Source: an optimization exercise on an open RTL-to-GDS flow (aim: small area, a short achievable clock period and few clock cycles per item). Production flows keep margins and buffers that such runs may drop. The RTL was checked by simulation tests, not by an equivalence proof against the original design.

## flow/design.v (module list and top-level ports; edited modules follow where they fit)
// module pow_stream: 2242 lines
module pow_stream #(
  parameter int DATA_W = 32,
  parameter int EXP_W  = 3,
  parameter int ID_W   = 1
) (
  input  logic              clk,
  input  logic              aresetn,
  input  logic              s_tvalid,
  output logic              s_tready,
  input  logic [DATA_W-1:0] s_tdata,
  input  logic [EXP_W-1:0]  s_texp,
  input  logic [ID_W-1:0]   s_tid,
  input  logic              s_tlast,
  output logic              m_tvalid,
  input  logic              m_tready,
  output logic [DATA_W-1:0] m_tdata,
  output logic [ID_W-1:0]   m_tid,
  output logic              m_tlast,
  output logic              m_tovf
);
  // ...
==> flow/run.sh <==
#!/bin/bash
# synth_recipe.tcl (not shown) runs the flow's synth.tcl, then flattens the netlist and writes it again
# the make line also repeats each setting of config.mk as NAME=value (left out here)
make -C /OpenROAD-flow-scripts/flow DESIGN_CONFIG=/design/flow/config.mk WORK_HOME=/design/flow/orfs CLKGATE_MAP_FILE= SYNTH_SCRIPT=/design/flow/synth_recipe.tcl finish
==> flow/config.mk <==
export PLATFORM = sky130hd
export DESIGN_NAME = pow_stream
export DESIGN_NICKNAME = pow_stream
export VERILOG_FILES = /design/flow/design.v
export SDC_FILE = /design/flow/constraint.sdc
export NUM_CORES = 4
export LEC_CHECK = 0
export CAP_MARGIN = 20
export CORE_MARGIN = 2
export CORE_UTILIZATION = 40
export SLEW_MARGIN = 20
==> flow/constraint.sdc <==
create_clock -name core_clock -period 7.6 [get_ports {clk}]
set_input_delay 1.5200 -clock core_clock [delete_from_list [all_inputs] [get_ports {clk}]]
set_output_delay 1.5200 -clock core_clock [all_outputs]
set_load 0.01 [all_outputs]
==> impl_metrics.py, run 1 <==
metrics = {
    "global_route": {
        "antenna_found_initial": 0,
        "grtUsageTotal": 0.278,
        "use_met1": 0.378,
        "grt_pass1_vias": 14885,
        "overflow": 0,
        "grt_busiest_layer": "met2",
    },
    "placement": {
        "place_area_mm2": 0.0198,
        "place_ws_ns": 0.451,
        "dp_hpwl_mm": 50.2,
    },
    "clock_network": {
        "path_clk_slew_ns": 0.08,
        "root_buffer": "clkbuf_16",
    },
    "layout": {
        "clock_area_frac": 0.0148,
        "clock_buffers": 9,
        "reg_top3": "o_data (32), r_p (32), r_x (32)",
        "antenna_cells": 0,
        "fillers": 4274,
        "nets": 2194,
        "multi_input_area_mm2": 0.0134,
    },
    "setup_path": {
        "worstPathCellList": "buf_12, mux2_2, buf_4, xnor2_1, a221oi_1, fa_1, fa_1, inv_1, fa_1, ha_1, ha_1, a21o_1, a21o_1, a221oi_1, buf_4, o31a_1, or3_1, o311ai_0, buf_4, a22o_1",
        "startpoint_type": "register",
        "worstSetupEndpointType": "register",
    },
    "floorplanning": {
        "io_pins": 78,
        "taps": 592,
    },
    "sta": {
        "timing.fmax_ghz": 0.136,
        "setup-violations-final": 0,
        "fin_ws_ns": 0.225,
        "hold_viol": 0,
    },
    "route": {
        "met2_length_mm": 28.6,
        "wl_per_cell_um": 25.6,
    },
    "run_status": {
        "outcome": "timing/DRC/antenna clean",
    },
}
Testbench counts, summed over its fixed seeds: cycles 16,916, items 8,000.
==> inputs of run 2 (changes only) <==
--- a/flow/design.v
+++ b/flow/design.v
@@ -1105,16 +1105,271 @@
   logic mm_n1065;
   logic mm_n1066;
   logic mm_n1067;
   logic mm_n1068;
   logic mm_n1069;
   logic mm_n1070;
   logic mm_n1071;
   logic [31:0] mm_r0, mm_r1;
+  logic mm_n1072;
+  logic mm_n1073;
+  logic mm_n1074;
+  logic mm_n1075;
+  logic mm_n1076;
+  logic mm_n1077;
+  logic mm_n1078;
+  logic mm_n1079;
+  logic mm_n1080;
+  logic mm_n1081;
+  logic mm_n1082;
+  logic mm_n1083;
+  logic mm_n1084;
+  logic mm_n1085;
+  logic mm_n1086;
+  logic mm_n1087;
+  logic mm_n1088;
+  logic mm_n1089;
+  logic mm_n1090;
+  logic mm_n1091;
+  logic mm_n1092;
+  logic mm_n1093;
+  logic mm_n1094;
+  logic mm_n1095;
+  logic mm_n1096;
+  logic mm_n1097;
+  logic mm_n1098;
+  logic mm_n1099;
+  logic mm_n1100;
+  logic mm_n1101;
+  logic mm_n1102;
+  logic mm_n1103;
+  logic mm_n1104;
+  logic mm_n1105;
+  logic mm_n1106;
+  logic mm_n1107;
+  logic mm_n1108;
+  logic mm_n1109;
+  logic mm_n1110;
+  logic mm_n1111;
+  logic mm_n1112;
+  logic mm_n1113;
+  logic mm_n1114;
+  logic mm_n1115;
+  logic mm_n1116;
+  logic mm_n1117;
+  logic mm_n1118;
+  logic mm_n1119;
+  logic mm_n1120;
+  logic mm_n1121;
+  logic mm_n1122;
+  logic mm_n1123;
+  logic mm_n1124;
+  logic mm_n1125;
+  logic mm_n1126;
+  logic mm_n1127;
+  logic mm_n1128;
+  logic mm_n1129;
+  logic mm_n1130;
+  logic mm_n1131;
+  logic mm_n1132;
+  logic mm_n1133;
+  logic mm_n1134;
+  logic mm_n1135;
+  logic mm_n1136;
+  logic mm_n1137;
+  logic mm_n1138;
+  logic mm_n1139;
+  logic mm_n1140;
+  logic mm_n1141;
+  logic mm_n1142;
+  logic mm_n1143;
+  logic mm_n1144;
+  logic mm_n1145;
+  logic mm_n1146;
+  logic mm_n1147;
+  logic mm_n1148;
+  logic mm_n1149;
+  logic mm_n1150;
+  logic mm_n1151;
+  logic mm_n1152;
+  logic mm_n1153;
+  logic mm_n1154;
+  logic mm_n1155;
+  logic mm_n1156;
+  logic mm_n1157;
+  logic mm_n1158;
+  logic mm_n1159;
+  logic mm_n1160;
+  logic mm_n1161;
+  logic mm_n1162;
+  logic mm_n1163;
+  logic mm_n1164;
+  logic mm_n1165;
+  logic mm_n1166;
+  logic mm_n1167;
+  logic mm_n1168;
+  logic mm_n1169;
+  logic mm_n1170;
+  logic mm_n1171;
+  logic mm_n1172;
+  logic mm_n1173;
+  logic mm_n1174;
+  logic mm_n1175;
+  logic mm_n1176;
+  logic mm_n1177;
+  logic mm_n1178;
+  logic mm_n1179;
+  logic mm_n1180;
+  logic mm_n1181;
+  logic mm_n1182;
+  logic mm_n1183;
+  logic mm_n1184;
+  logic mm_n1185;
+  logic mm_n1186;
+  logic mm_n1187;
+  logic mm_n1188;
+  logic mm_n1189;
+  logic mm_n1190;
+  logic mm_n1191;
+  logic mm_n1192;
+  logic mm_n1193;
+  logic mm_n1194;
+  logic mm_n1195;
+  logic mm_n1196;
+  logic mm_n1197;
+  logic mm_n1198;
+  logic mm_n1199;
+  logic mm_n1200;
+  logic mm_n1201;
+  logic mm_n1202;
+  logic mm_n1203;
+  logic mm_n1204;
+  logic mm_n1205;
+  logic mm_n1206;
+  logic mm_n1207;
+  logic mm_n1208;
+  logic mm_n1209;
+  logic mm_n1210;
+  logic mm_n1211;
+  logic mm_n1212;
+  logic mm_n1213;
+  logic mm_n1214;
+  logic mm_n1215;
+  logic mm_n1216;
+  logic mm_n1217;
+  logic mm_n1218;
+  logic mm_n1219;
+  logic mm_n1220;
+  logic mm_n1221;
+  logic mm_n1222;
+  logic mm_n1223;
+  logic mm_n1224;
+  logic mm_n1225;
+  logic mm_n1226;
+  logic mm_n1227;
+  logic mm_n1228;
+  logic mm_n1229;
+  logic mm_n1230;
+  logic mm_n1231;
+  logic mm_n1232;
+  logic mm_n1233;
+  logic mm_n1234;
+  logic mm_n1235;
+  logic mm_n1236;
+  logic mm_n1237;
+  logic mm_n1238;
+  logic mm_n1239;
+  logic mm_n1240;
+  logic mm_n1241;
+  logic mm_n1242;
+  logic mm_n1243;
+  logic mm_n1244;
+  logic mm_n1245;
+  logic mm_n1246;
+  logic mm_n1247;
+  logic mm_n1248;
+  logic mm_n1249;
+  logic mm_n1250;
+  logic mm_n1251;
+  logic mm_n1252;
+  logic mm_n1253;
+  logic mm_n1254;
+  logic mm_n1255;
+  logic mm_n1256;
+  logic mm_n1257;
+  logic mm_n1258;
+  logic mm_n1259;
+  logic mm_n1260;
+  logic mm_n1261;
+  logic mm_n1262;
+  logic mm_n1263;
+  logic mm_n1264;
+  logic mm_n1265;
+  logic mm_n1266;
+  logic mm_n1267;
+  logic mm_n1268;
+  logic mm_n1269;
+  logic mm_n1270;
+  logic mm_n1271;
+  logic mm_n1272;
+  logic mm_n1273;
+  logic mm_n1274;
+  logic mm_n1275;
+  logic mm_n1276;
+  logic mm_n1277;
+  logic mm_n1278;
+  logic mm_n1279;
+  logic mm_n1280;
+  logic mm_n1281;
+  logic mm_n1282;
+  logic mm_n1283;
+  logic mm_n1284;
+  logic mm_n1285;
+  logic mm_n1286;
+  logic mm_n1287;
+  logic mm_n1288;
+  logic mm_n1289;
+  logic mm_n1290;
+  logic mm_n1291;
+  logic mm_n1292;
+  logic mm_n1293;
+  logic mm_n1294;
+  logic mm_n1295;
+  logic mm_n1296;
+  logic mm_n1297;
+  logic mm_n1298;
+  logic mm_n1299;
+  logic mm_n1300;
+  logic mm_n1301;
+  logic mm_n1302;
+  logic mm_n1303;
+  logic mm_n1304;
+  logic mm_n1305;
+  logic mm_n1306;
+  logic mm_n1307;
+  logic mm_n1308;
+  logic mm_n1309;
+  logic mm_n1310;
+  logic mm_n1311;
+  logic mm_n1312;
+  logic mm_n1313;
+  logic mm_n1314;
+  logic mm_n1315;
+  logic mm_n1316;
+  logic mm_n1317;
+  logic mm_n1318;
+  logic mm_n1319;
+  logic mm_n1320;
+  logic mm_n1321;
+  logic mm_n1322;
+  logic mm_n1323;
+  logic mm_n1324;
+  logic mm_n1325;
+  logic mm_n1326;
   assign mm_n0 = mm_b[0] ^ 1'b0;
   assign mm_n1 = (mm_b[1] & ~mm_b[0] & ~1'b0) | (~mm_b[1] & mm_b[0] & 1'b0);
   assign mm_n2 = mm_b[1];
   assign mm_n3 = mm_b[1] & ~(mm_b[0] & 1'b0);
   assign mm_n4 = mm_n0 & ~mm_n3;
   assign mm_n5 = mm_n0 & mm_n3;
   assign mm_n6 = mm_n1 & ~mm_n3;
   assign mm_n7 = mm_n1 & mm_n3;
@@ -2179,17 +2434,272 @@
   assign mm_n1066 = mm_n1061 ^ mm_n1031;
   assign mm_n1067 = mm_n1066 ^ mm_n1063;
   assign mm_n1068 = mm_n1034 ^ mm_n1065;
   assign mm_n1069 = mm_n1068 ^ mm_n1037;
   assign mm_n1070 = mm_n1067 ^ mm_n1040;
   assign mm_n1071 = mm_n1070 ^ mm_n1069;
   assign mm_r0 = {mm_n1071, mm_n1001, mm_n960, mm_n957, mm_n881, mm_n843, mm_n808, mm_n773, mm_n741, mm_n709, mm_n680, mm_n651, mm_n625, mm_n599, mm_n576, mm_n553, mm_n533, mm_n513, mm_n510, mm_n479, mm_n465, mm_n451, mm_n448, mm_n429, mm_n421, mm_n418, mm_n408, mm_n405, mm_n401, mm_n48, mm_n9, mm_n3};
   assign mm_r1 = {mm_n1043, mm_n1042, mm_n1000, mm_n959, mm_n918, mm_n880, mm_n842, mm_n807, mm_n772, mm_n740, mm_n708, mm_n679, mm_n650, mm_n624, mm_n598, mm_n575, mm_n552, mm_n532, mm_n512, mm_n495, mm_n478, mm_n464, mm_n450, mm_n439, mm_n428, mm_n420, mm_n412, mm_n407, mm_n402, mm_n400, 1'b0, mm_n8};
-  assign mm_y = mm_r0 + mm_r1;
+  assign mm_n1072 = mm_r0[0] & mm_r1[0];
+  assign mm_n1073 = mm_r0[1] & mm_r1[1];
+  assign mm_n1074 = mm_r0[2] & mm_r1[2];
+  assign mm_n1075 = mm_r0[3] & mm_r1[3];
+  assign mm_n1076 = mm_r0[4] & mm_r1[4];
+  assign mm_n1077 = mm_r0[5] & mm_r1[5];
+  assign mm_n1078 = mm_r0[6] & mm_r1[6];
+  assign mm_n1079 = mm_r0[7] & mm_r1[7];
+  assign mm_n1080 = mm_r0[8] & mm_r1[8];
+  assign mm_n1081 = mm_r0[9] & mm_r1[9];
+  assign mm_n1082 = mm_r0[10] & mm_r1[10];
+  assign mm_n1083 = mm_r0[11] & mm_r1[11];
+  assign mm_n1084 = mm_r0[12] & mm_r1[12];
+  assign mm_n1085 = mm_r0[13] & mm_r1[13];
+  assign mm_n1086 = mm_r0[14] & mm_r1[14];
+  assign mm_n1087 = mm_r0[15] & mm_r1[15];
+  assign mm_n1088 = mm_r0[16] & mm_r1[16];
+  assign mm_n1089 = mm_r0[17] & mm_r1[17];
+  assign mm_n1090 = mm_r0[18] & mm_r1[18];
+  assign mm_n1091 = mm_r0[19] & mm_r1[19];
+  assign mm_n1092 = mm_r0[20] & mm_r1[20];
+  assign mm_n1093 = mm_r0[21] & mm_r1[21];
+  assign mm_n1094 = mm_r0[22] & mm_r1[22];
+  assign mm_n1095 = mm_r0[23] & mm_r1[23];
+  assign mm_n1096 = mm_r0[24] & mm_r1[24];
+  assign mm_n1097 = mm_r0[25] & mm_r1[25];
+  assign mm_n1098 = mm_r0[26] & mm_r1[26];
+  assign mm_n1099 = mm_r0[27] & mm_r1[27];
+  assign mm_n1100 = mm_r0[28] & mm_r1[28];
+  assign mm_n1101 = mm_r0[29] & mm_r1[29];
+  assign mm_n1102 = mm_r0[30] & mm_r1[30];
+  assign mm_n1103 = mm_r0[31] & mm_r1[31];
+  assign mm_n1104 = mm_r0[0] ^ mm_r1[0];
+  assign mm_n1105 = mm_r0[1] ^ mm_r1[1];
+  assign mm_n1106 = mm_r0[2] ^ mm_r1[2];
+  assign mm_n1107 = mm_r0[3] ^ mm_r1[3];
+  assign mm_n1108 = mm_r0[4] ^ mm_r1[4];
+  assign mm_n1109 = mm_r0[5] ^ mm_r1[5];
+  assign mm_n1110 = mm_r0[6] ^ mm_r1[6];
+  assign mm_n1111 = mm_r0[7] ^ mm_r1[7];
+  assign mm_n1112 = mm_r0[8] ^ mm_r1[8];
+  assign mm_n1113 = mm_r0[9] ^ mm_r1[9];
+  assign mm_n1114 = mm_r0[10] ^ mm_r1[10];
+  assign mm_n1115 = mm_r0[11] ^ mm_r1[11];
+  assign mm_n1116 = mm_r0[12] ^ mm_r1[12];
+  assign mm_n1117 = mm_r0[13] ^ mm_r1[13];
+  assign mm_n1118 = mm_r0[14] ^ mm_r1[14];
+  assign mm_n1119 = mm_r0[15] ^ mm_r1[15];
+  assign mm_n1120 = mm_r0[16] ^ mm_r1[16];
+  assign mm_n1121 = mm_r0[17] ^ mm_r1[17];
+  assign mm_n1122 = mm_r0[18] ^ mm_r1[18];
+  assign mm_n1123 = mm_r0[19] ^ mm_r1[19];
+  assign mm_n1124 = mm_r0[20] ^ mm_r1[20];
+  assign mm_n1125 = mm_r0[21] ^ mm_r1[21];
+  assign mm_n1126 = mm_r0[22] ^ mm_r1[22];
+  assign mm_n1127 = mm_r0[23] ^ mm_r1[23];
+  assign mm_n1128 = mm_r0[24] ^ mm_r1[24];
+  assign mm_n1129 = mm_r0[25] ^ mm_r1[25];
+  assign mm_n1130 = mm_r0[26] ^ mm_r1[26];
+  assign mm_n1131 = mm_r0[27] ^ mm_r1[27];
+  assign mm_n1132 = mm_r0[28] ^ mm_r1[28];
+  assign mm_n1133 = mm_r0[29] ^ mm_r1[29];
+  assign mm_n1134 = mm_r0[30] ^ mm_r1[30];
+  assign mm_n1135 = mm_r0[31] ^ mm_r1[31];
+  assign mm_n1136 = mm_n1073 | (mm_n1105 & mm_n1072);
+  assign mm_n1137 = mm_n1105 & mm_n1104;
+  assign mm_n1138 = mm_n1075 | (mm_n1107 & mm_n1074);
+  assign mm_n1139 = mm_n1107 & mm_n1106;
+  assign mm_n1140 = mm_n1077 | (mm_n1109 & mm_n1076);
+  assign mm_n1141 = mm_n1109 & mm_n1108;
+  assign mm_n1142 = mm_n1079 | (mm_n1111 & mm_n1078);
+  assign mm_n1143 = mm_n1111 & mm_n1110;
+  assign mm_n1144 = mm_n1081 | (mm_n1113 & mm_n1080);
+  assign mm_n1145 = mm_n1113 & mm_n1112;
+  assign mm_n1146 = mm_n1083 | (mm_n1115 & mm_n1082);
+  assign mm_n1147 = mm_n1115 & mm_n1114;
+  assign mm_n1148 = mm_n1085 | (mm_n1117 & mm_n1084);
+  assign mm_n1149 = mm_n1117 & mm_n1116;
+  assign mm_n1150 = mm_n1087 | (mm_n1119 & mm_n1086);
+  assign mm_n1151 = mm_n1119 & mm_n1118;
+  assign mm_n1152 = mm_n1089 | (mm_n1121 & mm_n1088);
+  assign mm_n1153 = mm_n1121 & mm_n1120;
+  assign mm_n1154 = mm_n1091 | (mm_n1123 & mm_n1090);
+  assign mm_n1155 = mm_n1123 & mm_n1122;
+  assign mm_n1156 = mm_n1093 | (mm_n1125 & mm_n1092);
+  assign mm_n1157 = mm_n1125 & mm_n1124;
+  assign mm_n1158 = mm_n1095 | (mm_n1127 & mm_n1094);
+  assign mm_n1159 = mm_n1127 & mm_n1126;
+  assign mm_n1160 = mm_n1097 | (mm_n1129 & mm_n1096);
+  assign mm_n1161 = mm_n1129 & mm_n1128;
+  assign mm_n1162 = mm_n1099 | (mm_n1131 & mm_n1098);
+  assign mm_n1163 = mm_n1131 & mm_n1130;
+  assign mm_n1164 = mm_n1101 | (mm_n1133 & mm_n1100);
+  assign mm_n1165 = mm_n1133 & mm_n1132;
+  assign mm_n1166 = mm_n1103 | (mm_n1135 & mm_n1102);
+  assign mm_n1167 = mm_n1135 & mm_n1134;
+  assign mm_n1168 = mm_n1074 | (mm_n1106 & mm_n1136);
+  assign mm_n1169 = mm_n1106 & mm_n1137;
+  assign mm_n1170 = mm_n1138 | (mm_n1139 & mm_n1136);
+  assign mm_n1171 = mm_n1139 & mm_n1137;
+  assign mm_n1172 = mm_n1078 | (mm_n1110 & mm_n1140);
+  assign mm_n1173 = mm_n1110 & mm_n1141;
+  assign mm_n1174 = mm_n1142 | (mm_n1143 & mm_n1140);
+  assign mm_n1175 = mm_n1143 & mm_n1141;
+  assign mm_n1176 = mm_n1082 | (mm_n1114 & mm_n1144);
+  assign mm_n1177 = mm_n1114 & mm_n1145;
+  assign mm_n1178 = mm_n1146 | (mm_n1147 & mm_n1144);
+  assign mm_n1179 = mm_n1147 & mm_n1145;
+  assign mm_n1180 = mm_n1086 | (mm_n1118 & mm_n1148);
+  assign mm_n1181 = mm_n1118 & mm_n1149;
+  assign mm_n1182 = mm_n1150 | (mm_n1151 & mm_n1148);
+  assign mm_n1183 = mm_n1151 & mm_n1149;
+  assign mm_n1184 = mm_n1090 | (mm_n1122 & mm_n1152);
+  assign mm_n1185 = mm_n1122 & mm_n1153;
+  assign mm_n1186 = mm_n1154 | (mm_n1155 & mm_n1152);
+  assign mm_n1187 = mm_n1155 & mm_n1153;
+  assign mm_n1188 = mm_n1094 | (mm_n1126 & mm_n1156);
+  assign mm_n1189 = mm_n1126 & mm_n1157;
+  assign mm_n1190 = mm_n1158 | (mm_n1159 & mm_n1156);
+  assign mm_n1191 = mm_n1159 & mm_n1157;
+  assign mm_n1192 = mm_n1098 | (mm_n1130 & mm_n1160);
+  assign mm_n1193 = mm_n1130 & mm_n1161;
+  assign mm_n1194 = mm_n1162 | (mm_n1163 & mm_n1160);
+  assign mm_n1195 = mm_n1163 & mm_n1161;
+  assign mm_n1196 = mm_n1102 | (mm_n1134 & mm_n1164);
+  assign mm_n1197 = mm_n1134 & mm_n1165;
+  assign mm_n1198 = mm_n1166 | (mm_n1167 & mm_n1164);
+  assign mm_n1199 = mm_n1167 & mm_n1165;
+  assign mm_n1200 = mm_n1076 | (mm_n1108 & mm_n1170);
+  assign mm_n1201 = mm_n1108 & mm_n1171;
+  assign mm_n1202 = mm_n1140 | (mm_n1141 & mm_n1170);
+  assign mm_n1203 = mm_n1141 & mm_n1171;
+  assign mm_n1204 = mm_n1172 | (mm_n1173 & mm_n1170);
+  assign mm_n1205 = mm_n1173 & mm_n1171;
+  assign mm_n1206 = mm_n1174 | (mm_n1175 & mm_n1170);
+  assign mm_n1207 = mm_n1175 & mm_n1171;
+  assign mm_n1208 = mm_n1084 | (mm_n1116 & mm_n1178);
+  assign mm_n1209 = mm_n1116 & mm_n1179;
+  assign mm_n1210 = mm_n1148 | (mm_n1149 & mm_n1178);
+  assign mm_n1211 = mm_n1149 & mm_n1179;
+  assign mm_n1212 = mm_n1180 | (mm_n1181 & mm_n1178);
+  assign mm_n1213 = mm_n1181 & mm_n1179;
+  assign mm_n1214 = mm_n1182 | (mm_n1183 & mm_n1178);
+  assign mm_n1215 = mm_n1183 & mm_n1179;
+  assign mm_n1216 = mm_n1092 | (mm_n1124 & mm_n1186);
+  assign mm_n1217 = mm_n1124 & mm_n1187;
+  assign mm_n1218 = mm_n1156 | (mm_n1157 & mm_n1186);
+  assign mm_n1219 = mm_n1157 & mm_n1187;
+  assign mm_n1220 = mm_n1188 | (mm_n1189 & mm_n1186);
+  assign mm_n1221 = mm_n1189 & mm_n1187;
+  assign mm_n1222 = mm_n1190 | (mm_n1191 & mm_n1186);
+  assign mm_n1223 = mm_n1191 & mm_n1187;
+  assign mm_n1224 = mm_n1100 | (mm_n1132 & mm_n1194);
+  assign mm_n1225 = mm_n1132 & mm_n1195;
+  assign mm_n1226 = mm_n1164 | (mm_n1165 & mm_n1194);
+  assign mm_n1227 = mm_n1165 & mm_n1195;
+  assign mm_n1228 = mm_n1196 | (mm_n1197 & mm_n1194);
+  assign mm_n1229 = mm_n1197 & mm_n1195;
+  assign mm_n1230 = mm_n1198 | (mm_n1199 & mm_n1194);
+  assign mm_n1231 = mm_n1199 & mm_n1195;
+  assign mm_n1232 = mm_n1080 | (mm_n1112 & mm_n1206);
+  assign mm_n1233 = mm_n1112 & mm_n1207;
+  assign mm_n1234 = mm_n1144 | (mm_n1145 & mm_n1206);
+  assign mm_n1235 = mm_n1145 & mm_n1207;
+  assign mm_n1236 = mm_n1176 | (mm_n1177 & mm_n1206);
+  assign mm_n1237 = mm_n1177 & mm_n1207;
+  assign mm_n1238 = mm_n1178 | (mm_n1179 & mm_n1206);
+  assign mm_n1239 = mm_n1179 & mm_n1207;
+  assign mm_n1240 = mm_n1208 | (mm_n1209 & mm_n1206);
+  assign mm_n1241 = mm_n1209 & mm_n1207;
+  assign mm_n1242 = mm_n1210 | (mm_n1211 & mm_n1206);
+  assign mm_n1243 = mm_n1211 & mm_n1207;
+  assign mm_n1244 = mm_n1212 | (mm_n1213 & mm_n1206);
+  assign mm_n1245 = mm_n1213 & mm_n1207;
+  assign mm_n1246 = mm_n1214 | (mm_n1215 & mm_n1206);
+  assign mm_n1247 = mm_n1215 & mm_n1207;
+  assign mm_n1248 = mm_n1096 | (mm_n1128 & mm_n1222);
+  assign mm_n1249 = mm_n1128 & mm_n1223;
+  assign mm_n1250 = mm_n1160 | (mm_n1161 & mm_n1222);
+  assign mm_n1251 = mm_n1161 & mm_n1223;
+  assign mm_n1252 = mm_n1192 | (mm_n1193 & mm_n1222);
+  assign mm_n1253 = mm_n1193 & mm_n1223;
+  assign mm_n1254 = mm_n1194 | (mm_n1195 & mm_n1222);
+  assign mm_n1255 = mm_n1195 & mm_n1223;
+  assign mm_n1256 = mm_n1224 | (mm_n1225 & mm_n1222);
+  assign mm_n1257 = mm_n1225 & mm_n1223;
+  assign mm_n1258 = mm_n1226 | (mm_n1227 & mm_n1222);
+  assign mm_n1259 = mm_n1227 & mm_n1223;
+  assign mm_n1260 = mm_n1228 | (mm_n1229 & mm_n1222);
+  assign mm_n1261 = mm_n1229 & mm_n1223;
+  assign mm_n1262 = mm_n1230 | (mm_n1231 & mm_n1222);
+  assign mm_n1263 = mm_n1231 & mm_n1223;
+  assign mm_n1264 = mm_n1088 | (mm_n1120 & mm_n1246);
+  assign mm_n1265 = mm_n1120 & mm_n1247;
+  assign mm_n1266 = mm_n1152 | (mm_n1153 & mm_n1246);
+  assign mm_n1267 = mm_n1153 & mm_n1247;
+  assign mm_n1268 = mm_n1184 | (mm_n1185 & mm_n1246);
+  assign mm_n1269 = mm_n1185 & mm_n1247;
+  assign mm_n1270 = mm_n1186 | (mm_n1187 & mm_n1246);
+  assign mm_n1271 = mm_n1187 & mm_n1247;
+  assign mm_n1272 = mm_n1216 | (mm_n1217 & mm_n1246);
+  assign mm_n1273 = mm_n1217 & mm_n1247;
+  assign mm_n1274 = mm_n1218 | (mm_n1219 & mm_n1246);
+  assign mm_n1275 = mm_n1219 & mm_n1247;
+  assign mm_n1276 = mm_n1220 | (mm_n1221 & mm_n1246);
+  assign mm_n1277 = mm_n1221 & mm_n1247;
+  assign mm_n1278 = mm_n1222 | (mm_n1223 & mm_n1246);
+  assign mm_n1279 = mm_n1223 & mm_n1247;
+  assign mm_n1280 = mm_n1248 | (mm_n1249 & mm_n1246);
+  assign mm_n1281 = mm_n1249 & mm_n1247;
+  assign mm_n1282 = mm_n1250 | (mm_n1251 & mm_n1246);
+  assign mm_n1283 = mm_n1251 & mm_n1247;
+  assign mm_n1284 = mm_n1252 | (mm_n1253 & mm_n1246);
+  assign mm_n1285 = mm_n1253 & mm_n1247;
+  assign mm_n1286 = mm_n1254 | (mm_n1255 & mm_n1246);
+  assign mm_n1287 = mm_n1255 & mm_n1247;
+  assign mm_n1288 = mm_n1256 | (mm_n1257 & mm_n1246);
+  assign mm_n1289 = mm_n1257 & mm_n1247;
+  assign mm_n1290 = mm_n1258 | (mm_n1259 & mm_n1246);
+  assign mm_n1291 = mm_n1259 & mm_n1247;
+  assign mm_n1292 = mm_n1260 | (mm_n1261 & mm_n1246);
+  assign mm_n1293 = mm_n1261 & mm_n1247;
+  assign mm_n1294 = mm_n1262 | (mm_n1263 & mm_n1246);
+  assign mm_n1295 = mm_n1263 & mm_n1247;
+  assign mm_n1296 = mm_n1105 ^ mm_n1072;
+  assign mm_n1297 = mm_n1106 ^ mm_n1136;
+  assign mm_n1298 = mm_n1107 ^ mm_n1168;
+  assign mm_n1299 = mm_n1108 ^ mm_n1170;
+  assign mm_n1300 = mm_n1109 ^ mm_n1200;
+  assign mm_n1301 = mm_n1110 ^ mm_n1202;
+  assign mm_n1302 = mm_n1111 ^ mm_n1204;
+  assign mm_n1303 = mm_n1112 ^ mm_n1206;
+  assign mm_n1304 = mm_n1113 ^ mm_n1232;
+  assign mm_n1305 = mm_n1114 ^ mm_n1234;
+  assign mm_n1306 = mm_n1115 ^ mm_n1236;
+  assign mm_n1307 = mm_n1116 ^ mm_n1238;
+  assign mm_n1308 = mm_n1117 ^ mm_n1240;
+  assign mm_n1309 = mm_n1118 ^ mm_n1242;
+  assign mm_n1310 = mm_n1119 ^ mm_n1244;
+  assign mm_n1311 = mm_n1120 ^ mm_n1246;
+  assign mm_n1312 = mm_n1121 ^ mm_n1264;
+  assign mm_n1313 = mm_n1122 ^ mm_n1266;
+  assign mm_n1314 = mm_n1123 ^ mm_n1268;
+  assign mm_n1315 = mm_n1124 ^ mm_n1270;
+  assign mm_n1316 = mm_n1125 ^ mm_n1272;
+  assign mm_n1317 = mm_n1126 ^ mm_n1274;
+  assign mm_n1318 = mm_n1127 ^ mm_n1276;
+  assign mm_n1319 = mm_n1128 ^ mm_n1278;
+  assign mm_n1320 = mm_n1129 ^ mm_n1280;
+  assign mm_n1321 = mm_n1130 ^ mm_n1282;
+  assign mm_n1322 = mm_n1131 ^ mm_n1284;
+  assign mm_n1323 = mm_n1132 ^ mm_n1286;
+  assign mm_n1324 = mm_n1133 ^ mm_n1288;
+  assign mm_n1325 = mm_n1134 ^ mm_n1290;
+  assign mm_n1326 = mm_n1135 ^ mm_n1292;
+  assign mm_y = {mm_n1326, mm_n1325, mm_n1324, mm_n1323, mm_n1322, mm_n1321, mm_n1320, mm_n1319, mm_n1318, mm_n1317, mm_n1316, mm_n1315, mm_n1314, mm_n1313, mm_n1312, mm_n1311, mm_n1310, mm_n1309, mm_n1308, mm_n1307, mm_n1306, mm_n1305, mm_n1304, mm_n1303, mm_n1302, mm_n1301, mm_n1300, mm_n1299, mm_n1298, mm_n1297, mm_n1296, mm_n1104};
   assign w_out_free = ~o_v | m_tready;
   assign w_done     = r_busy & (r_ops == 2'd0) & w_out_free;
   assign w_step     = r_busy & (r_ops != 2'd0);
   assign w_take     = s_tvalid & s_tready;
   assign s_tready   = aresetn & (~r_busy | w_done);
   assign mm_a   = r_sel[0] ? r_x : r_p;
   assign mm_b   = r_p;
   assign w_prod = mm_y;
==> flow/config.mk (replaced) <==
export PLATFORM = sky130hd
export DESIGN_NAME = pow_stream
export DESIGN_NICKNAME = pow_stream
export VERILOG_FILES = /design/flow/design.v
export SDC_FILE = /design/flow/constraint.sdc
export NUM_CORES = 4
export LEC_CHECK = 0
export CAP_MARGIN = 20
export CORE_MARGIN = 2
export CORE_UTILIZATION = 40
export SETUP_SLACK_MARGIN = 2.5
export SLEW_MARGIN = 20
export TNS_END_PERCENT = 0
==> run 2 against run 1 <==
Flip-flop and latch count stayed put. Design area grew 15%. Routed wire length up 19%. Critical path depth grew 5. Worst setup slack improved by 0.66 ns. Via count up 10%. Critical endpoint is now r_p[27]. Utilization up 7.8 points. Area after synthesis is 0.48% lower. Die area fell by 0.47%. First-iteration DRC count grew 9.6%. Worst hold slack improved by 0.0031 ns.
==> impl_metrics.py, run 2 <==
metrics = {
    "global_route": {
        "overflow": 0,
        "grt_pass1_wl_mm": 109,
        "grt_pass1_vias": 16312,
        "grtUsageTotal": 0.335,
        "grt_max_degree": 43,
        "antenna_found_initial": 1,
    },
    "sta": {
        "fin_setup_tns_ns": 0,
        "clock_skew_ns": 0.0134,
        "timing.final.crit_share": 0.883,
        "slew_headroom": 0.304,
        "worst_pin_slew_ns": 1.04,
        "setup-violations-final": 0,
        "post-route-min-period_ns": 6.71,
        "whs_ns": 0.427,
        "slew_viol_final": 0,
        "hold_viol": 0,
        "timing.fmax_ghz": 0.149,
        "grt_setup_unrepaired": "yes",
    },
    "clock_network": {
        "path_clk_slew_ns": 0.08,
        "hold_buffers": 0,
        "cts_made_buffers": 9,
        "root_buffer": "clkbuf_16",
        "tritoncts": "built",
        "clockBufferDepth": 2,
        "clock_sinks": 108,
        "htree_levels": 3,
        "worstSkewPairLatency_ns": 0.40,
    },
    "route": {
        "drtPass1Iterations": 8,
        "ant_nets": 0,
        "drt_iter0_drc": 2028,
        "viasPerCell": 6.29,
        "dr_total_vias": 16561,
        "drc": 0,
        "wl_per_cell_um": 28.7,
        "routed_wl_mm": 75.5,
    },
    "synthesis": {
        "synth_edf_count": 106,
        "syn_avg_cell_area_um2": 9.60,
        "ys_warn_count": 1,
        "yosysTopAreaCell": "fa_1",
        "synth_top_flop_cell": "edfxtp_1",
        "ys_async_sr_fraction": 0.0185,
        "muxShareOfSynthArea": 0.0358,
        "yosys-top-cells-count": "xnor2_1 (245), nor2_1 (240), fa_1 (200)",
        "synth_compound_area_frac": 0.186,
        "syn_nets": 2150,
        "synth-seq-cells": 108,
        "synth_adder_area_share": 0.281,
        "synth_top_family_by_area": "adder cells",
        "synthCells": 1834,
        "synthSimpleGateAreaFrac": 0.102,
        "mappedNetlistArea_mm2": 0.0176,
        "yosys.area_share.xor_xnor": 0.146,
        "synth.top_cells.by_area": "fa_1 (23%), edfxtp_1 (18%), xnor2_1 (12%)",
        "yosysMostFrequentCell": "xnor2_1",
        "ys_types": 69,
        "synth_top_area_frac": 0.228,
        "ys_seq_area_frac": 0.184,
    },
    "placement": {
        "dp_hpwl_mm": 49.3,
        "place_congestion": 0.976,
        "io_buffers": 76,
    },
    "floorplanning": {
        "die_area_mm2": 0.0457,
        "io_pins": 78,
        "die_w_um": 214,
        "coreArea_mm2": 0.0433,
        "initial_core_util": 0.407,
        "rows": 76,
        "die_h_um": 214,
    },
    "setup_path": {
        "startpoint_type": "register",
        "worstSetupEndpointType": "register",
        "cp_data_arrival_time_ns": 6.86,
        "crit_family": "adder cells",
        "crit_path_max_incr_delay_ns": 0.56,
        "critPathKind": "reg2reg",
        "cp.required_ns": 7.75,
        "crit_fanout": 7,
        "cp_slowest_cell": "fa_1",
        "reg2reg_from": "r_sel[0]",
        "r2r_slack_ns": 0.89,
        "worst-path-buf-inv": 8,
        "reg2reg_depth": 25,
        "rr_endpoint": "r_p[27]",
    },
    "layout": {
        "multi_input_area_mm2": 0.0149,
        "fillers": 3741,
        "reg_top3": "o_data (32), r_p (32), r_x (32)",
        "areaGrowthSynthToFinish_pct": 31.7,
        "nets": 2357,
        "layout_commonest_cell": "xnor2_1",
        "drive_gt1_frac": 0.293,
        "antenna_cells": 0,
        "seq_area_mm2": 0.00323,
        "final_cell_mix": "xnor2_1 (239), nor2_1 (225), buf_4 (225), fa_1 (153), a221oi_1 (110)",
    },
    "run_status": {
        "outcome": "timing/DRC/antenna clean",
    },
    "hold_path": {
        "min_path_type": "reg2reg",
        "worstHoldPathCells": 0,
        "min_to": "o_id",
        "min_from": "r_id",
    },
    "run": {
        "drv_cap": 0,
    },
}
## run 2: cells by family (layout without fill, tap and decap cells)
logic type,count (synthesis),count (layout)
mux,54,62
flops,108,108
xor+xnor,290,290
other cells,1,1
simple gates,394,396
fa+ha+maj,275,275
compound gates,426,427
buf+inv,286,487
## run 2: metrics by stage
step | cells | util | worst slack, ns | instance area [µm²]
detailed placement | 2418 | 0.448 | 0.107 | 19400
CTS | 2592 | 0.515 | 0.912 | 22300
global placement | 2418 | 0.448 | 0.220 | 19400
finish | 2631 | 0.536 | 0.889 | 23200
floorplan | 1834 | - | 1.34 | 17800
global route | 2631 | 0.536 | 0.760 | 23200
## run 2: metal layers
| layer | wire length [µm] | up-vias | part of all wire | global-route usage |
|---|---|---|---|---|
| met4 | 5420 | 2 | 0.072 | 0.195 |
| met1 | 28500 | 8171 | 0.38 | 0.432 |
| met3 | 9030 | 344 | 0.12 | 0.0994 |
| met2 | 32500 | 1111 | 0.43 | 0.501 |
| met5 | 11 | - | 0.00015 | 0 |
| li1 | - | 6933 | - | - |
## run 2: what timing repair did
item                                    4_1_cts  5_1_grt
endpoints found under the setup margin       45       44
setup buffers                               141       38
gates cloned                                 17        1
resized for setup                           210      103
pin swaps                                    51       69
hold endpoints to repair                      0        0
## run 2: layout make-up
class | instances | area share
Inverter | 99 | 0.0166
Timing Repair Buffer | 372 | 0.159
Clock inverter | 7 | 0.00286
Sequential cell | 108 | 0.139
Tap cell | 585 | 0.0316
Multi-Input combinational cell | 1451 | 0.641
Clock buffer | 9 | 0.00972
## run 2: how the worst max path moves through the flow
stage / endpoint / from / cells after the start
after global placement: r_p[28] / r_p[5] / 22
final: r_p[27] / r_sel[0] / 25
after floorplan: r_p[31] / r_p[12] / 24
after detailed placement: r_p[28] / r_p[3] / 22
after CTS: r_p[31] / r_p[11] / 24
after global routing: r_p[31] / r_sel[0] / 24
Testbench counts of run 2, summed over its fixed seeds: cycles 16,916, items 8,000.
==> inputs of run 3 (changes only) <==
--- a/flow/config.mk
+++ b/flow/config.mk
@@ -8,6 +8,6 @@
 export CAP_MARGIN = 20
 export CORE_MARGIN = 2
 export CORE_UTILIZATION = 40
-export SETUP_SLACK_MARGIN = 2.5
+export SETUP_SLACK_MARGIN = 1.5
 export SLEW_MARGIN = 20
 export TNS_END_PERCENT = 0
==> run 3 against run 2 <==
Still clean. Final cell count unchanged. Register-to-register slack about the same. Routed wire length unchanged. Via count stayed put. Critical path depth unchanged. First-iteration DRC count did not move. Fmax did not move.
==> impl_metrics.py, run 3 <==
metrics = {
    "layout": {
        "final_util": 0.536,
        "design_area_mm2": 0.0232,
        "fin_cells": 2631,
        "areaGrowthSynthToFinish_pct": 31.7,
        "antenna_cells": 0,
        "nets": 2357,
        "reg_top3": "o_data (32), r_p (32), r_x (32)",
        "drive_gt1_frac": 0.293,
        "fillers": 3741,
        "final_cell_mix": "xnor2_1 (239), nor2_1 (225), buf_4 (225), fa_1 (153), a221oi_1 (110)",
        "layout_commonest_cell": "xnor2_1",
    },
    "clock_network": {
        "tritoncts": "built",
        "htree_levels": 3,
        "root_buffer": "clkbuf_16",
        "clockBufferDepth": 2,
        "worstSkewPairLatency_ns": 0.40,
        "cts_made_buffers": 9,
        "hold_buffers": 0,
        "clock_sinks": 108,
        "path_clk_slew_ns": 0.08,
    },
    "synthesis": {
        "ys_seq_area_frac": 0.184,
        "synth_top_flop_cell": "edfxtp_1",
        "mappedNetlistArea_mm2": 0.0176,
        "ys_warn_count": 1,
        "ys_async_sr_fraction": 0.0185,
        "yosys-top-cells-count": "xnor2_1 (245), nor2_1 (240), fa_1 (200)",
        "yosysMostFrequentCell": "xnor2_1",
        "synth_edf_count": 106,
        "syn_avg_cell_area_um2": 9.60,
        "synthCells": 1834,
        "ys_types": 69,
        "yosysTopAreaCell": "fa_1",
        "synth-seq-cells": 108,
        "syn_nets": 2150,
        "synth.top_cells.by_area": "fa_1 (23%), edfxtp_1 (18%), xnor2_1 (12%)",
        "synth_top_area_frac": 0.228,
    },
    "floorplanning": {
        "rows": 76,
        "die_h_um": 214,
        "io_pins": 78,
        "initial_core_util": 0.407,
        "die_area_mm2": 0.0457,
        "coreArea_mm2": 0.0433,
        "die_w_um": 214,
    },
    "global_route": {
        "grtUsageTotal": 0.335,
        "antenna_found_initial": 1,
        "grt_pass1_vias": 16312,
        "overflow": 0,
        "grt_pass1_wl_mm": 109,
        "grt_max_degree": 43,
    },
    "sta": {
        "grt_setup_unrepaired": "yes",
        "slew_viol_final": 0,
        "timing.final.crit_share": 0.883,
        "setup-violations-final": 0,
        "timing.fmax_ghz": 0.149,
        "hold_viol": 0,
        "slew_headroom": 0.304,
        "fin_setup_tns_ns": 0,
        "worst_pin_slew_ns": 1.04,
        "clock_skew_ns": 0.0134,
        "post-route-min-period_ns": 6.71,
    },
    "route": {
        "dr_total_vias": 16561,
        "wl_met1_mm": 28.5,
        "routed_wl_mm": 75.5,
        "routed-wl-met3_mm": 9.03,
        "viasPerCell": 6.29,
        "drtPass1Iterations": 8,
        "top_layer_used": "met5",
        "drc": 0,
        "met2_length_mm": 32.5,
        "ant_nets": 0,
        "wl_per_cell_um": 28.7,
        "drt_iter0_drc": 2028,
    },
    "setup_path": {
        "critPathKind": "reg2reg",
        "startpoint_type": "register",
        "crit_fanout": 7,
        "cp_data_arrival_time_ns": 6.86,
        "worstSetupEndpointType": "register",
        "cp.required_ns": 7.75,
    },
    "run_status": {
        "outcome": "timing/DRC/antenna clean",
    },
    "placement": {
        "place_area_mm2": 0.0194,
        "io_buffers": 76,
        "place_inst": 2418,
        "dp_hpwl_mm": 49.3,
        "place_congestion": 0.976,
    },
    "run": {
        "drv_cap": 0,
    },
    "hold_path": {
        "min_path_type": "reg2reg",
    },
}
[run 3: cell counts after synthesis]
Identical to the previous run, type by type.
[run 3: cells by family (layout without fill, tap and decap cells)]
logic type / count (synthesis) / in the layout / synth area share
flops: 108 / 108 / 0.184
compound gates: 426 / 427 / 0.186
buf+inv: 286 / 487 / 0.0651
simple gates: 394 / 396 / 0.102
fa+ha+maj: 275 / 275 / 0.281
other cells: 1 / 1 / 0.000213
mux: 54 / 62 / 0.0358
xor+xnor: 290 / 290 / 0.146
[run 3: critical path: stages, from the launching register on]
cell      delay (ns)
edfxtp_1        0.38
buf_6           0.17
buf_8           0.15
buf_16          0.16
mux2_4          0.42
buf_6           0.16
buf_12          0.12
xor2_1          0.14
a221oi_2        0.30
fa_2            0.52
fa_1            0.43
fa_1            0.55
inv_1           0.05
fa_1            0.56
ha_4            0.22
ha_4            0.22
a21o_1          0.18
a21o_1          0.16
a221o_1         0.38
a21oi_4         0.27
buf_6           0.16
nand2_4         0.05
a31o_4          0.24
buf_4           0.14
xor2_2          0.14
a22o_1          0.18
[run 3: area by class of cell]
type / count / area [µm²] / share of cell area
clock buffers: 9 / 225 / 0.00972
inverters: 99 / 385 / 0.0166
well taps: 585 / 732 / 0.0316
clock inverters: 7 / 66.3 / 0.00286
multi-input cells: 1451 / 14900 / 0.641
flip-flops and latches: 108 / 3230 / 0.139
repair buffers: 372 / 3680 / 0.159
[run 3: worst paths after layout]
path,from,to,slack (ns),cells past startpoint
max,r_sel[0],r_p[27],0.89,25
min,r_id,o_id,0.43,0
max reg2reg,r_sel[0],r_p[27],0.89,25
min reg2reg,r_id,o_id,0.43,0
max in group asynchronous,aresetn,o_v,6.16,1
min in group asynchronous,aresetn,r_busy,1.30,1
[run 3: timing repair]
item	4_1_cts	5_1_grt
setup endpoints to repair	37	36
resized for setup	210	103
gates cloned	17	1
pin swaps	51	69
buffers inserted	141	38
[run 3: per-stage QoR]
step	hold slack, ns	worst slack [ns]
floorplan	0.400	1.34
detailed placement	0.406	0.107
CTS	0.424	0.912
global route	0.427	0.760
global placement	0.401	0.220
finish	0.427	0.889
[run 3: metal layers]
layer  global-route usage  vias up
met1                0.432     8171
li1                     -     6933
met5                    0        -
met2                0.501     1111
met3               0.0994      344
met4                0.195        2
==> inputs of run 4 (changes only) <==
--- a/flow/config.mk
+++ b/flow/config.mk
@@ -8,6 +8,6 @@
 export CAP_MARGIN = 20
 export CORE_MARGIN = 2
 export CORE_UTILIZATION = 40
-export SETUP_SLACK_MARGIN = 1.5
+export SETUP_SLACK_MARGIN = 2.0
 export SLEW_MARGIN = 20
 export TNS_END_PERCENT = 0
==> run 4 against run 3 <==
Worst hold slack stayed put. Critical path type unchanged. Worst setup slack unchanged. Utilization is the same. Sequential share of layout area unchanged. Register-to-register slack barely moved. Die area unchanged. Design area unchanged. Critical path depth did not move. Still clean on timing, DRC and antenna.
==> impl_metrics.py, run 4 <==
metrics = {
    "run_status": {
        "outcome": "timing/DRC/antenna clean",
    },
    "route": {
        "routed_wl_mm": 75.5,
        "wl_met1_mm": 28.5,
        "drc": 0,
        "wl_per_cell_um": 28.7,
        "drtPass1Iterations": 8,
        "top_layer_used": "met5",
        "routed-wl-met3_mm": 9.03,
        "dr_total_vias": 16561,
        "ant_nets": 0,
        "drt_iter0_drc": 2028,
        "viasPerCell": 6.29,
        "met2_length_mm": 32.5,
    },
    "layout": {
        "drive_gt1_frac": 0.293,
        "design_area_mm2": 0.0232,
        "fin_cells": 2631,
        "layout_commonest_cell": "xnor2_1",
        "final_cell_mix": "xnor2_1 (239), nor2_1 (225), buf_4 (225), fa_1 (153), a221oi_1 (110)",
        "antenna_cells": 0,
        "fillers": 3741,
        "nets": 2357,
        "areaGrowthSynthToFinish_pct": 31.7,
        "reg_top3": "o_data (32), r_p (32), r_x (32)",
    },
    "clock_network": {
        "cts_made_buffers": 9,
        "clock_sinks": 108,
        "worstSkewPairLatency_ns": 0.40,
        "htree_levels": 3,
        "root_buffer": "clkbuf_16",
        "path_clk_slew_ns": 0.08,
        "tritoncts": "built",
        "clockBufferDepth": 2,
        "hold_buffers": 0,
    },
    "synthesis": {
        "mappedNetlistArea_mm2": 0.0176,
        "synthCells": 1834,
        "ys_seq_area_frac": 0.184,
        "ys_warn_count": 1,
        "syn_avg_cell_area_um2": 9.60,
        "synth_edf_count": 106,
        "synth_top_area_frac": 0.228,
        "yosysMostFrequentCell": "xnor2_1",
        "synth.top_cells.by_area": "fa_1 (23%), edfxtp_1 (18%), xnor2_1 (12%)",
        "ys_types": 69,
        "yosysTopAreaCell": "fa_1",
        "syn_nets": 2150,
        "synth_top_flop_cell": "edfxtp_1",
        "synth-seq-cells": 108,
        "yosys-top-cells-count": "xnor2_1 (245), nor2_1 (240), fa_1 (200)",
        "ys_async_sr_fraction": 0.0185,
    },
    "placement": {
        "place_area_mm2": 0.0194,
        "dp_hpwl_mm": 49.3,
        "io_buffers": 76,
        "place_congestion": 0.976,
        "place_ws_ns": 0.107,
        "place_inst": 2418,
    },
    "sta": {
        "hold_viol": 0,
        "slew_headroom": 0.304,
        "fin_setup_tns_ns": 0,
        "timing.fmax_ghz": 0.149,
        "worst_pin_slew_ns": 1.04,
        "slew_viol_final": 0,
        "clock_skew_ns": 0.0134,
        "grt_setup_unrepaired": "yes",
        "fin_ws_ns": 0.889,
        "timing.final.crit_share": 0.883,
        "setup-violations-final": 0,
        "post-route-min-period_ns": 6.71,
    },
    "global_route": {
        "overflow": 0,
        "grt_pass1_wl_mm": 109,
        "grtUsageTotal": 0.335,
        "grt_pass1_vias": 16312,
        "antenna_found_initial": 1,
        "grt_max_degree": 43,
    },
    "floorplanning": {
        "rows": 76,
        "coreArea_mm2": 0.0433,
        "initial_core_util": 0.407,
        "die_area_mm2": 0.0457,
        "die_h_um": 214,
        "die_w_um": 214,
        "io_pins": 78,
    },
    "setup_path": {
        "startpoint_type": "register",
        "critPathKind": "reg2reg",
        "cp.required_ns": 7.75,
        "crit_fanout": 7,
        "worstSetupEndpointType": "register",
        "cp_data_arrival_time_ns": 6.86,
    },
    "hold_path": {
        "min_path_type": "reg2reg",
    },
    "run": {
        "drv_cap": 0,
    },
}
run 4: cell counts in the layout (fill, tap and decap cells not counted):
Identical to the previous run, type by type.
run 4: area by class of cell:
cell class	count	area [µm²]	share of cell area
clock buffers	9	225	0.00972
clock inverters	7	66.3	0.00286
inverters	99	385	0.0166
multi-input cells	1451	14900	0.641
flip-flops and latches	108	3230	0.139
well taps	585	732	0.0316
repair buffers	372	3680	0.159
run 4: worst paths after layout:
path                                from       to  slack [ns]  cells after the start
max in group asynchronous        aresetn      o_v        6.16                      1
worst min-delay path                r_id     o_id        0.43                      0
worst max-delay path            r_sel[0]  r_p[27]        0.89                     25
worst min register to register      r_id     o_id        0.43                      0
worst max register to register  r_sel[0]  r_p[27]        0.89                     25
min in group asynchronous        aresetn   r_busy        1.30                      1
run 4: worst max-delay path: stages (launching register included):
cell and delay (ns):
edfxtp_1 0.38, buf_6 0.17, buf_8 0.15, buf_16 0.16
mux2_4 0.42, buf_6 0.16, buf_12 0.12, xor2_1 0.14
a221oi_2 0.30, fa_2 0.52, fa_1 0.43, fa_1 0.55
inv_1 0.05, fa_1 0.56, ha_4 0.22, ha_4 0.22
a21o_1 0.18, a21o_1 0.16, a221o_1 0.38, a21oi_4 0.27
buf_6 0.16, nand2_4 0.05, a31o_4 0.24, buf_4 0.14
xor2_2 0.14, a22o_1 0.18
run 4: per-stage QoR:
step / utilization / hold slack (ns)
2_1_floorplan: - / 0.400
3_3_place_gp: 0.448 / 0.401
3_5_place_dp: 0.448 / 0.406
4_1_cts: 0.515 / 0.424
5_1_grt: 0.536 / 0.427
6_report: 0.536 / 0.427
run 4: repair_timing:
| item | in CTS | in global routing |
|---|---|---|
| setup endpoints to repair | 44 | 43 |
| buffers inserted | 141 | 38 |
| gates resized for setup | 210 | 103 |
| gates cloned | 17 | 1 |
| pin swaps | 51 | 69 |
| hold endpoints to repair | 0 | 0 |
run 4: cells by family after synthesis:
kind of cell / share of synthesized area
xor+xnor: 0.146
compound gates: 0.186
other cells: 0.000213
simple gates: 0.102
fa+ha+maj: 0.281
mux: 0.0358
flops: 0.184
buf+inv: 0.0651
run 4: routing by layer:
layer / track usage / vias to the layer above
met5: 0 / -
met4: 0.195 / 2
met3: 0.0994 / 344
met2: 0.501 / 1111
met1: 0.432 / 8171
li1: - / 6933
==> inputs of run 5 (changes only) <==
--- a/flow/config.mk
+++ b/flow/config.mk
@@ -8,6 +8,6 @@
 export CAP_MARGIN = 20
 export CORE_MARGIN = 2
 export CORE_UTILIZATION = 40
-export SETUP_SLACK_MARGIN = 2.0
+export SETUP_SLACK_MARGIN = 0.5
 export SLEW_MARGIN = 20
 export TNS_END_PERCENT = 0
==> run 5 against run 4 <==
Still clean. Worst hold slack got worse by 0.00051 ns. Synthesized cell count unchanged. Via count decreased by 7.7%. Critical path depth decreased by 1. Largest cell class unchanged.
==> impl_metrics.py, run 5 <==
metrics = {
    "layout": {
        "layout_commonest_cell": "xnor2_1",
        "fillers": 4071,
        "areaGrowthSynthToFinish_pct": 16.0,
        "reg_top3": "o_data (32), r_p (32), r_x (32)",
        "nets": 2241,
        "final_cell_mix": "xnor2_1 (243), nor2_1 (239), fa_1 (199), buf_4 (180), a221oi_1 (173)",
        "drive_gt1_frac": 0.153,
        "antenna_cells": 0,
    },
    "route": {
        "wl_per_cell_um": 26.4,
        "ant_nets": 0,
        "routed_wl_mm": 66.4,
        "drt_iter0_drc": 1867,
        "drc": 0,
        "dr_total_vias": 15279,
        "viasPerCell": 6.08,
        "drtPass1Iterations": 6,
    },
    "synthesis": {
        "ys_async_sr_fraction": 0.0185,
        "yosysMostFrequentCell": "xnor2_1",
        "synth-seq-cells": 108,
        "synthCells": 1834,
        "mappedNetlistArea_mm2": 0.0176,
        "ys_seq_area_frac": 0.184,
        "synth_top_area_frac": 0.228,
        "ys_types": 69,
        "yosysTopAreaCell": "fa_1",
        "synth_top_flop_cell": "edfxtp_1",
        "syn_avg_cell_area_um2": 9.60,
        "ys_warn_count": 1,
        "synth_edf_count": 106,
        "yosys-top-cells-count": "xnor2_1 (245), nor2_1 (240), fa_1 (200)",
        "synth.top_cells.by_area": "fa_1 (23%), edfxtp_1 (18%), xnor2_1 (12%)",
        "syn_nets": 2150,
    },
    "floorplanning": {
        "die_h_um": 214,
        "coreArea_mm2": 0.0433,
        "io_pins": 78,
        "die_w_um": 214,
        "rows": 76,
        "die_area_mm2": 0.0457,
        "initial_core_util": 0.407,
    },
    "clock_network": {
        "root_buffer": "clkbuf_16",
        "worstSkewPairLatency_ns": 0.39,
        "path_clk_slew_ns": 0.08,
        "clockBufferDepth": 2,
        "clock_sinks": 108,
        "htree_levels": 3,
        "tritoncts": "built",
        "cts_made_buffers": 9,
    },
    "sta": {
        "hold_viol": 0,
        "setup-violations-final": 0,
        "slew_headroom": 0.440,
        "worst_pin_slew_ns": 0.840,
        "fin_setup_tns_ns": 0,
        "clock_skew_ns": 0.0103,
        "grt_setup_unrepaired": "yes",
        "whs_ns": 0.426,
        "slew_viol_final": 0,
        "timing.fmax_ghz": 0.143,
        "post-route-min-period_ns": 6.98,
        "timing.final.crit_share": 0.918,
    },
    "run_status": {
        "outcome": "timing/DRC/antenna clean",
    },
    "setup_path": {
        "worstPathCellList": "ha_1, nand2b_1, buf_4, xnor2_1, a221oi_2, fa_1, fa_1, fa_1, fa_1, inv_1, fa_1, ha_1, ha_1, inv_1, nor2_1, a221o_1, a21oi_1, buf_4, a21oi_1, nand2b_1, buf_4, xor2_1, buf_4, a22o_1",
        "startpoint_type": "register",
        "cp_slowest_cell": "fa_1",
        "critPathKind": "reg2reg",
        "crit_path_max_incr_delay_ns": 0.56,
        "crit_fanout": 15,
        "reg2reg_depth": 24,
        "cp_data_arrival_time_ns": 7.13,
        "cpMostUsedCell": "fa_1",
        "cp.required_ns": 7.75,
        "worstSetupEndpointType": "register",
    },
    "placement": {
        "io_buffers": 76,
        "dp_hpwl_mm": 51.4,
        "place_congestion": 0.989,
    },
    "global_route": {
        "antenna_found_initial": 0,
        "grt_pass1_wl_mm": 97.1,
        "grt_pass1_vias": 14659,
        "grt_max_degree": 43,
        "overflow": 0,
        "grtUsageTotal": 0.294,
    },
    "hold_path": {
        "min_path_type": "reg2reg",
        "worstHoldPathCells": 0,
    },
    "run": {
        "drv_cap": 0,
    },
}
## run 5: critical path, delay by kind of cell, from the launching register on
kind	cells	cell delay (ns)
AO/OA/AOI/OAI	5	1.21
XOR/XNOR	2	0.34
adder cells (fa/ha/maj)	8	3.29
buffers and inverters	6	0.89
flip-flops	1	0.55
AND/OR/NAND/NOR	3	0.42
## run 5: timing repair
| action | CTS | global route |
|---|---|---|
| endpoints found under the hold margin | 0 | 0 |
| pin swaps | 0 | 2 |
| gates resized for setup | 1 | 37 |
| setup endpoints to repair | 13 | 12 |
| hold buffers | 0 | 0 |
| setup buffers | 8 | 16 |
| gates cloned | 0 | 0 |
## run 5: per-layer routing
metal / track usage / vias up / part of all wire
met5: 0.0172 / - / 0.0015
li1: - / 6650 / -
met3: 0.0576 / 148 / 0.097
met4: 0.121 / 2 / 0.041
met1: 0.407 / 7600 / 0.41
met2: 0.450 / 879 / 0.45
## run 5: cell type report
type / count / area (µm²) / area share
Clock buffer: 9 / 225 / 0.0110
Sequential cell: 108 / 3230 / 0.158
Clock inverter: 7 / 91.3 / 0.00448
Timing Repair Buffer: 267 / 2300 / 0.113
Tap cell: 585 / 732 / 0.0359
Inverter: 99 / 379 / 0.0186
Multi-Input combinational cell: 1440 / 13400 / 0.659
## run 5: worst paths after layout
kind                       startpoint      end  slack, ns
setup / recovery              r_p[17]  r_p[29]       0.62
hold / removal                 r_last   o_last       0.43
setup reg to reg              r_p[17]  r_p[29]       0.62
hold reg to reg                r_last   o_last       0.43
max in group asynchronous     aresetn      o_v       6.18
min in group asynchronous     aresetn   r_busy       1.29
## run 5: stage by stage
stage	instances	setup slack [ns]	utilization	area [µm²]
floorplan	1834	0.623	-	17600
global placement	2475	0.383	0.457	19800
detailed placement	2475	0.260	0.457	19800
global route	2515	0.455	0.472	20400
finish	2515	0.620	0.472	20400
CTS	2499	0.507	0.465	20100
## run 5: kinds of logic (layout without fill, tap and decap cells)
logic type / Yosys count / after routing / share of synthesized area
flops: 108 / 108 / 0.184
xor+xnor: 290 / 290 / 0.146
mux: 54 / 54 / 0.0358
other cells: 1 / 1 / 0.000213
buf+inv: 286 / 382 / 0.0651
simple gates: 394 / 394 / 0.102
fa+ha+maj: 275 / 275 / 0.281
compound gates: 426 / 426 / 0.186
==> inputs of run 6 (changes only) <==
--- a/flow/config.mk
+++ b/flow/config.mk
@@ -8,6 +8,6 @@
 export CAP_MARGIN = 20
 export CORE_MARGIN = 2
 export CORE_UTILIZATION = 40
-export SETUP_SLACK_MARGIN = 0.5
+export SETUP_SLACK_MARGIN = 1.0
 export SLEW_MARGIN = 20
 export TNS_END_PERCENT = 0
==> run 6 against run 5 <==
Largest cell class unchanged. Die area is the same. Count of clock-buffer cells in the layout grew 1. First-iteration DRC count grew 15%. Highest routed layer unchanged. Utilization grew 2.2 points. Worst hold slack gained 0.0013 ns. Design area grew 4.6%. Area after synthesis is the same. Critical path type unchanged. Via count grew 2.8%. Flip-flop and latch count is the same. Clock skew grew 0.0054 ns. Synthesized cell count is the same.
==> impl_metrics.py, run 6 <==
metrics = {
    "run_status": {
        "outcome": "timing/DRC/antenna clean",
    },
    "global_route": {
        "antenna_found_initial": 2,
        "overflow": 0,
        "grt_max_degree": 41,
        "grt_pass1_vias": 15566,
        "grt_pass1_wl_mm": 99.8,
        "grtUsageTotal": 0.299,
    },
    "hold_path": {
        "min_path_type": "reg2reg",
        "worstHoldPathCells": 0,
        "min_to": "o_id",
        "min_from": "r_id",
    },
    "layout": {
        "seq_area_mm2": 0.00323,
        "drive_gt1_frac": 0.207,
        "layout_commonest_cell": "xnor2_1",
        "reg_top3": "o_data (32), r_p (32), r_x (32)",
        "multi_input_area_mm2": 0.0140,
        "design_area_mm2": 0.0213,
        "nets": 2267,
        "fillers": 3945,
        "antenna_cells": 0,
        "fin_cells": 2541,
        "final_util": 0.493,
        "areaGrowthSynthToFinish_pct": 21.3,
        "final_cell_mix": "xnor2_1 (242), nor2_1 (238), buf_4 (178), fa_1 (173), a221oi_1 (146)",
    },
    "setup_path": {
        "worstSetupEndpointType": "register",
        "cpMostUsedCell": "fa_1",
        "critPathKind": "reg2reg",
        "worstPathCellList": "buf_4, bufbuf_16, mux2i_4, buf_12, buf_4, xnor2_1, a221oi_2, fa_2, fa_1, fa_1, inv_1, fa_1, ha_1, ha_1, and4_1, and2_1, a22o_1, a21oi_2, buf_6, nand2_2, a31o_1, a21oi_2, xnor2_1, a22o_1",
        "path_depth": 24,
        "startpoint_type": "register",
        "reg2reg_from": "r_sel[0]",
        "r2r_slack_ns": 0.96,
        "cp_data_arrival_time_ns": 6.79,
        "cp_slowest_cell": "fa_1",
        "crit_family": "adder cells",
        "reg2reg_depth": 24,
        "crit_path_max_incr_delay_ns": 0.54,
        "worst-path-buf-inv": 6,
        "cp.required_ns": 7.75,
        "crit_fanout": 11,
        "rr_endpoint": "r_p[28]",
    },
    "clock_network": {
        "root_buffer": "clkbuf_16",
        "clockBufferDepth": 2,
        "worstSkewPairLatency_ns": 0.40,
        "cts_made_buffers": 9,
        "path_clk_slew_ns": 0.08,
        "htree_levels": 3,
        "tritoncts": "built",
        "clock_sinks": 108,
    },
    "floorplanning": {
        "die_area_mm2": 0.0457,
        "initial_core_util": 0.407,
        "die_w_um": 214,
        "coreArea_mm2": 0.0433,
        "io_pins": 78,
        "rows": 76,
        "die_h_um": 214,
    },
    "synthesis": {
        "ys_warn_count": 1,
        "synthCells": 1834,
        "yosys-top-cells-count": "xnor2_1 (245), nor2_1 (240), fa_1 (200)",
        "syn_nets": 2150,
        "ys_seq_area_frac": 0.184,
        "yosysMostFrequentCell": "xnor2_1",
        "synth.top_cells.by_area": "fa_1 (23%), edfxtp_1 (18%), xnor2_1 (12%)",
        "synth_top_area_frac": 0.228,
        "mappedNetlistArea_mm2": 0.0176,
        "synth_top_flop_cell": "edfxtp_1",
        "ys_async_sr_fraction": 0.0185,
        "ys_types": 69,
        "synth-seq-cells": 108,
        "yosysTopAreaCell": "fa_1",
        "syn_avg_cell_area_um2": 9.60,
        "synth_edf_count": 106,
    },
    "placement": {
        "place_area_mm2": 0.0193,
        "place_inst": 2423,
        "place_ws_ns": 0.390,
        "io_buffers": 76,
        "dp_hpwl_mm": 48.0,
        "place_congestion": 0.950,
    },
    "sta": {
        "slew_headroom": 0.222,
        "setup-violations-final": 0,
        "hold_viol": 0,
        "clock_skew_ns": 0.0156,
        "worst_pin_slew_ns": 1.17,
        "timing.fmax_ghz": 0.151,
        "timing.final.crit_share": 0.874,
        "whs_ns": 0.428,
        "grt_setup_unrepaired": "yes",
        "fin_setup_tns_ns": 0,
        "post-route-min-period_ns": 6.64,
        "slew_viol_final": 0,
        "fin_ws_ns": 0.959,
    },
    "route": {
        "drc": 0,
        "wl_per_cell_um": 26.6,
        "dr_total_vias": 15709,
        "viasPerCell": 6.18,
        "drtPass1Iterations": 8,
        "routed_wl_mm": 67.5,
        "drt_iter0_drc": 2151,
        "ant_nets": 0,
    },
    "run": {
        "drv_cap": 0,
    },
}
==> run 6: changes by cell type in the layout (fill, tap and decap cells not counted), moves of 5 or more <==
cell / change
buf_12: +6
fa_1: -26
a21oi_1: -5
ha_1: -11
ha_4: +5
mux2_4: +16
a221oi_2: +27
buf_6: +9
a221oi_1: -27
fa_2: +26
ha_2: +6
mux2_2: -13
==> run 6: cell families (layout without fill, tap and decap cells) <==
kind of cell | Yosys count | count (layout) | synth area share
other | 1 | 1 | 0.000213
DFF | 108 | 108 | 0.184
adders and majority gates | 275 | 275 | 0.281
buffers and inverters | 286 | 403 | 0.0651
xor gates and xnor gates | 290 | 290 | 0.146
and+or+nand+nor | 394 | 394 | 0.102
muxes | 54 | 59 | 0.0358
AOI/OAI and AO/OA | 426 | 426 | 0.186
==> run 6: worst max path at each step <==
stage / start / endpoint / slack, ns
6_report: r_sel[0] / r_p[28] / 0.96
5_1_grt: r_sel[0] / r_p[26] / 0.77
4_1_cts: r_p[7] / r_p[26] / 0.99
3_5_place_dp: r_p[12] / r_p[28] / 0.39
3_3_place_gp: r_p[11] / r_p[30] / 0.54
2_1_floorplan: r_p[12] / r_p[31] / 1.03
==> run 6: layer usage <==
metal  global-route usage  vias up  wire length [µm]
li1                     -     6713                 -
met1                0.404     7813             26800
met2                0.451      966             29700
met3               0.0666      215              7090
met4                0.150        2              3930
met5                    0        -                13
==> run 6: what timing repair did <==
item | in CTS | in global routing
pin swaps | 12 | 22
gates cloned | 6 | 4
setup endpoints to repair | 24 | 19
buffers inserted | 72 | 20
gates resized for setup | 98 | 68
hold buffers | 0 | 0
==> run 6: cell type report <==
type                       count  area share
timing repair buffer         288       0.124
clock inverter                 6     0.00322
inverter                      99      0.0185
clock buffer                  10      0.0107
tap                          585      0.0343
sequential                   108       0.151
multi-input combinational   1445       0.658

[separate check: timing with driven ports]
How much do the figures lean on ideal ports? The routed layouts below were timed once more, with nothing changed but the port constraints.
Step 1 sets driving cells, clkbuf_16 on the clock port and buf_2 on the other inputs (assumed; they add their load-dependent delay and slew).
Step 2 also shifts input and output timing later by t, the mid clock arrival at the registers, as if the neighbouring blocks saw the same clock.
Three values: no drivers, after step 1, after step 2; two values: the first two.
run	t (ns)	setup slack, ns	worst setup path after step 2	clock arrival spread, ns	worst register clock-pin slew, ns
run 1	0.430	0.225 / 0.225 / 0.225	register to register	0.019 / 0.019	0.09 / 0.09
run 2	0.447	0.889 / 0.889 / 0.889	register to register	0.013 / 0.014	0.08 / 0.08
run 3	0.447	0.889 / 0.889 / 0.889	register to register	0.013 / 0.014	0.08 / 0.08
run 4	0.447	0.889 / 0.889 / 0.889	register to register	0.013 / 0.014	0.08 / 0.08
run 5	0.441	0.620 / 0.620 / 0.620	register to register	0.011 / 0.011	0.08 / 0.08
run 6	0.446	0.959 / 0.959 / 0.959	register to register	0.015 / 0.016	0.08 / 0.08
After both steps every run listed still meets setup and hold.
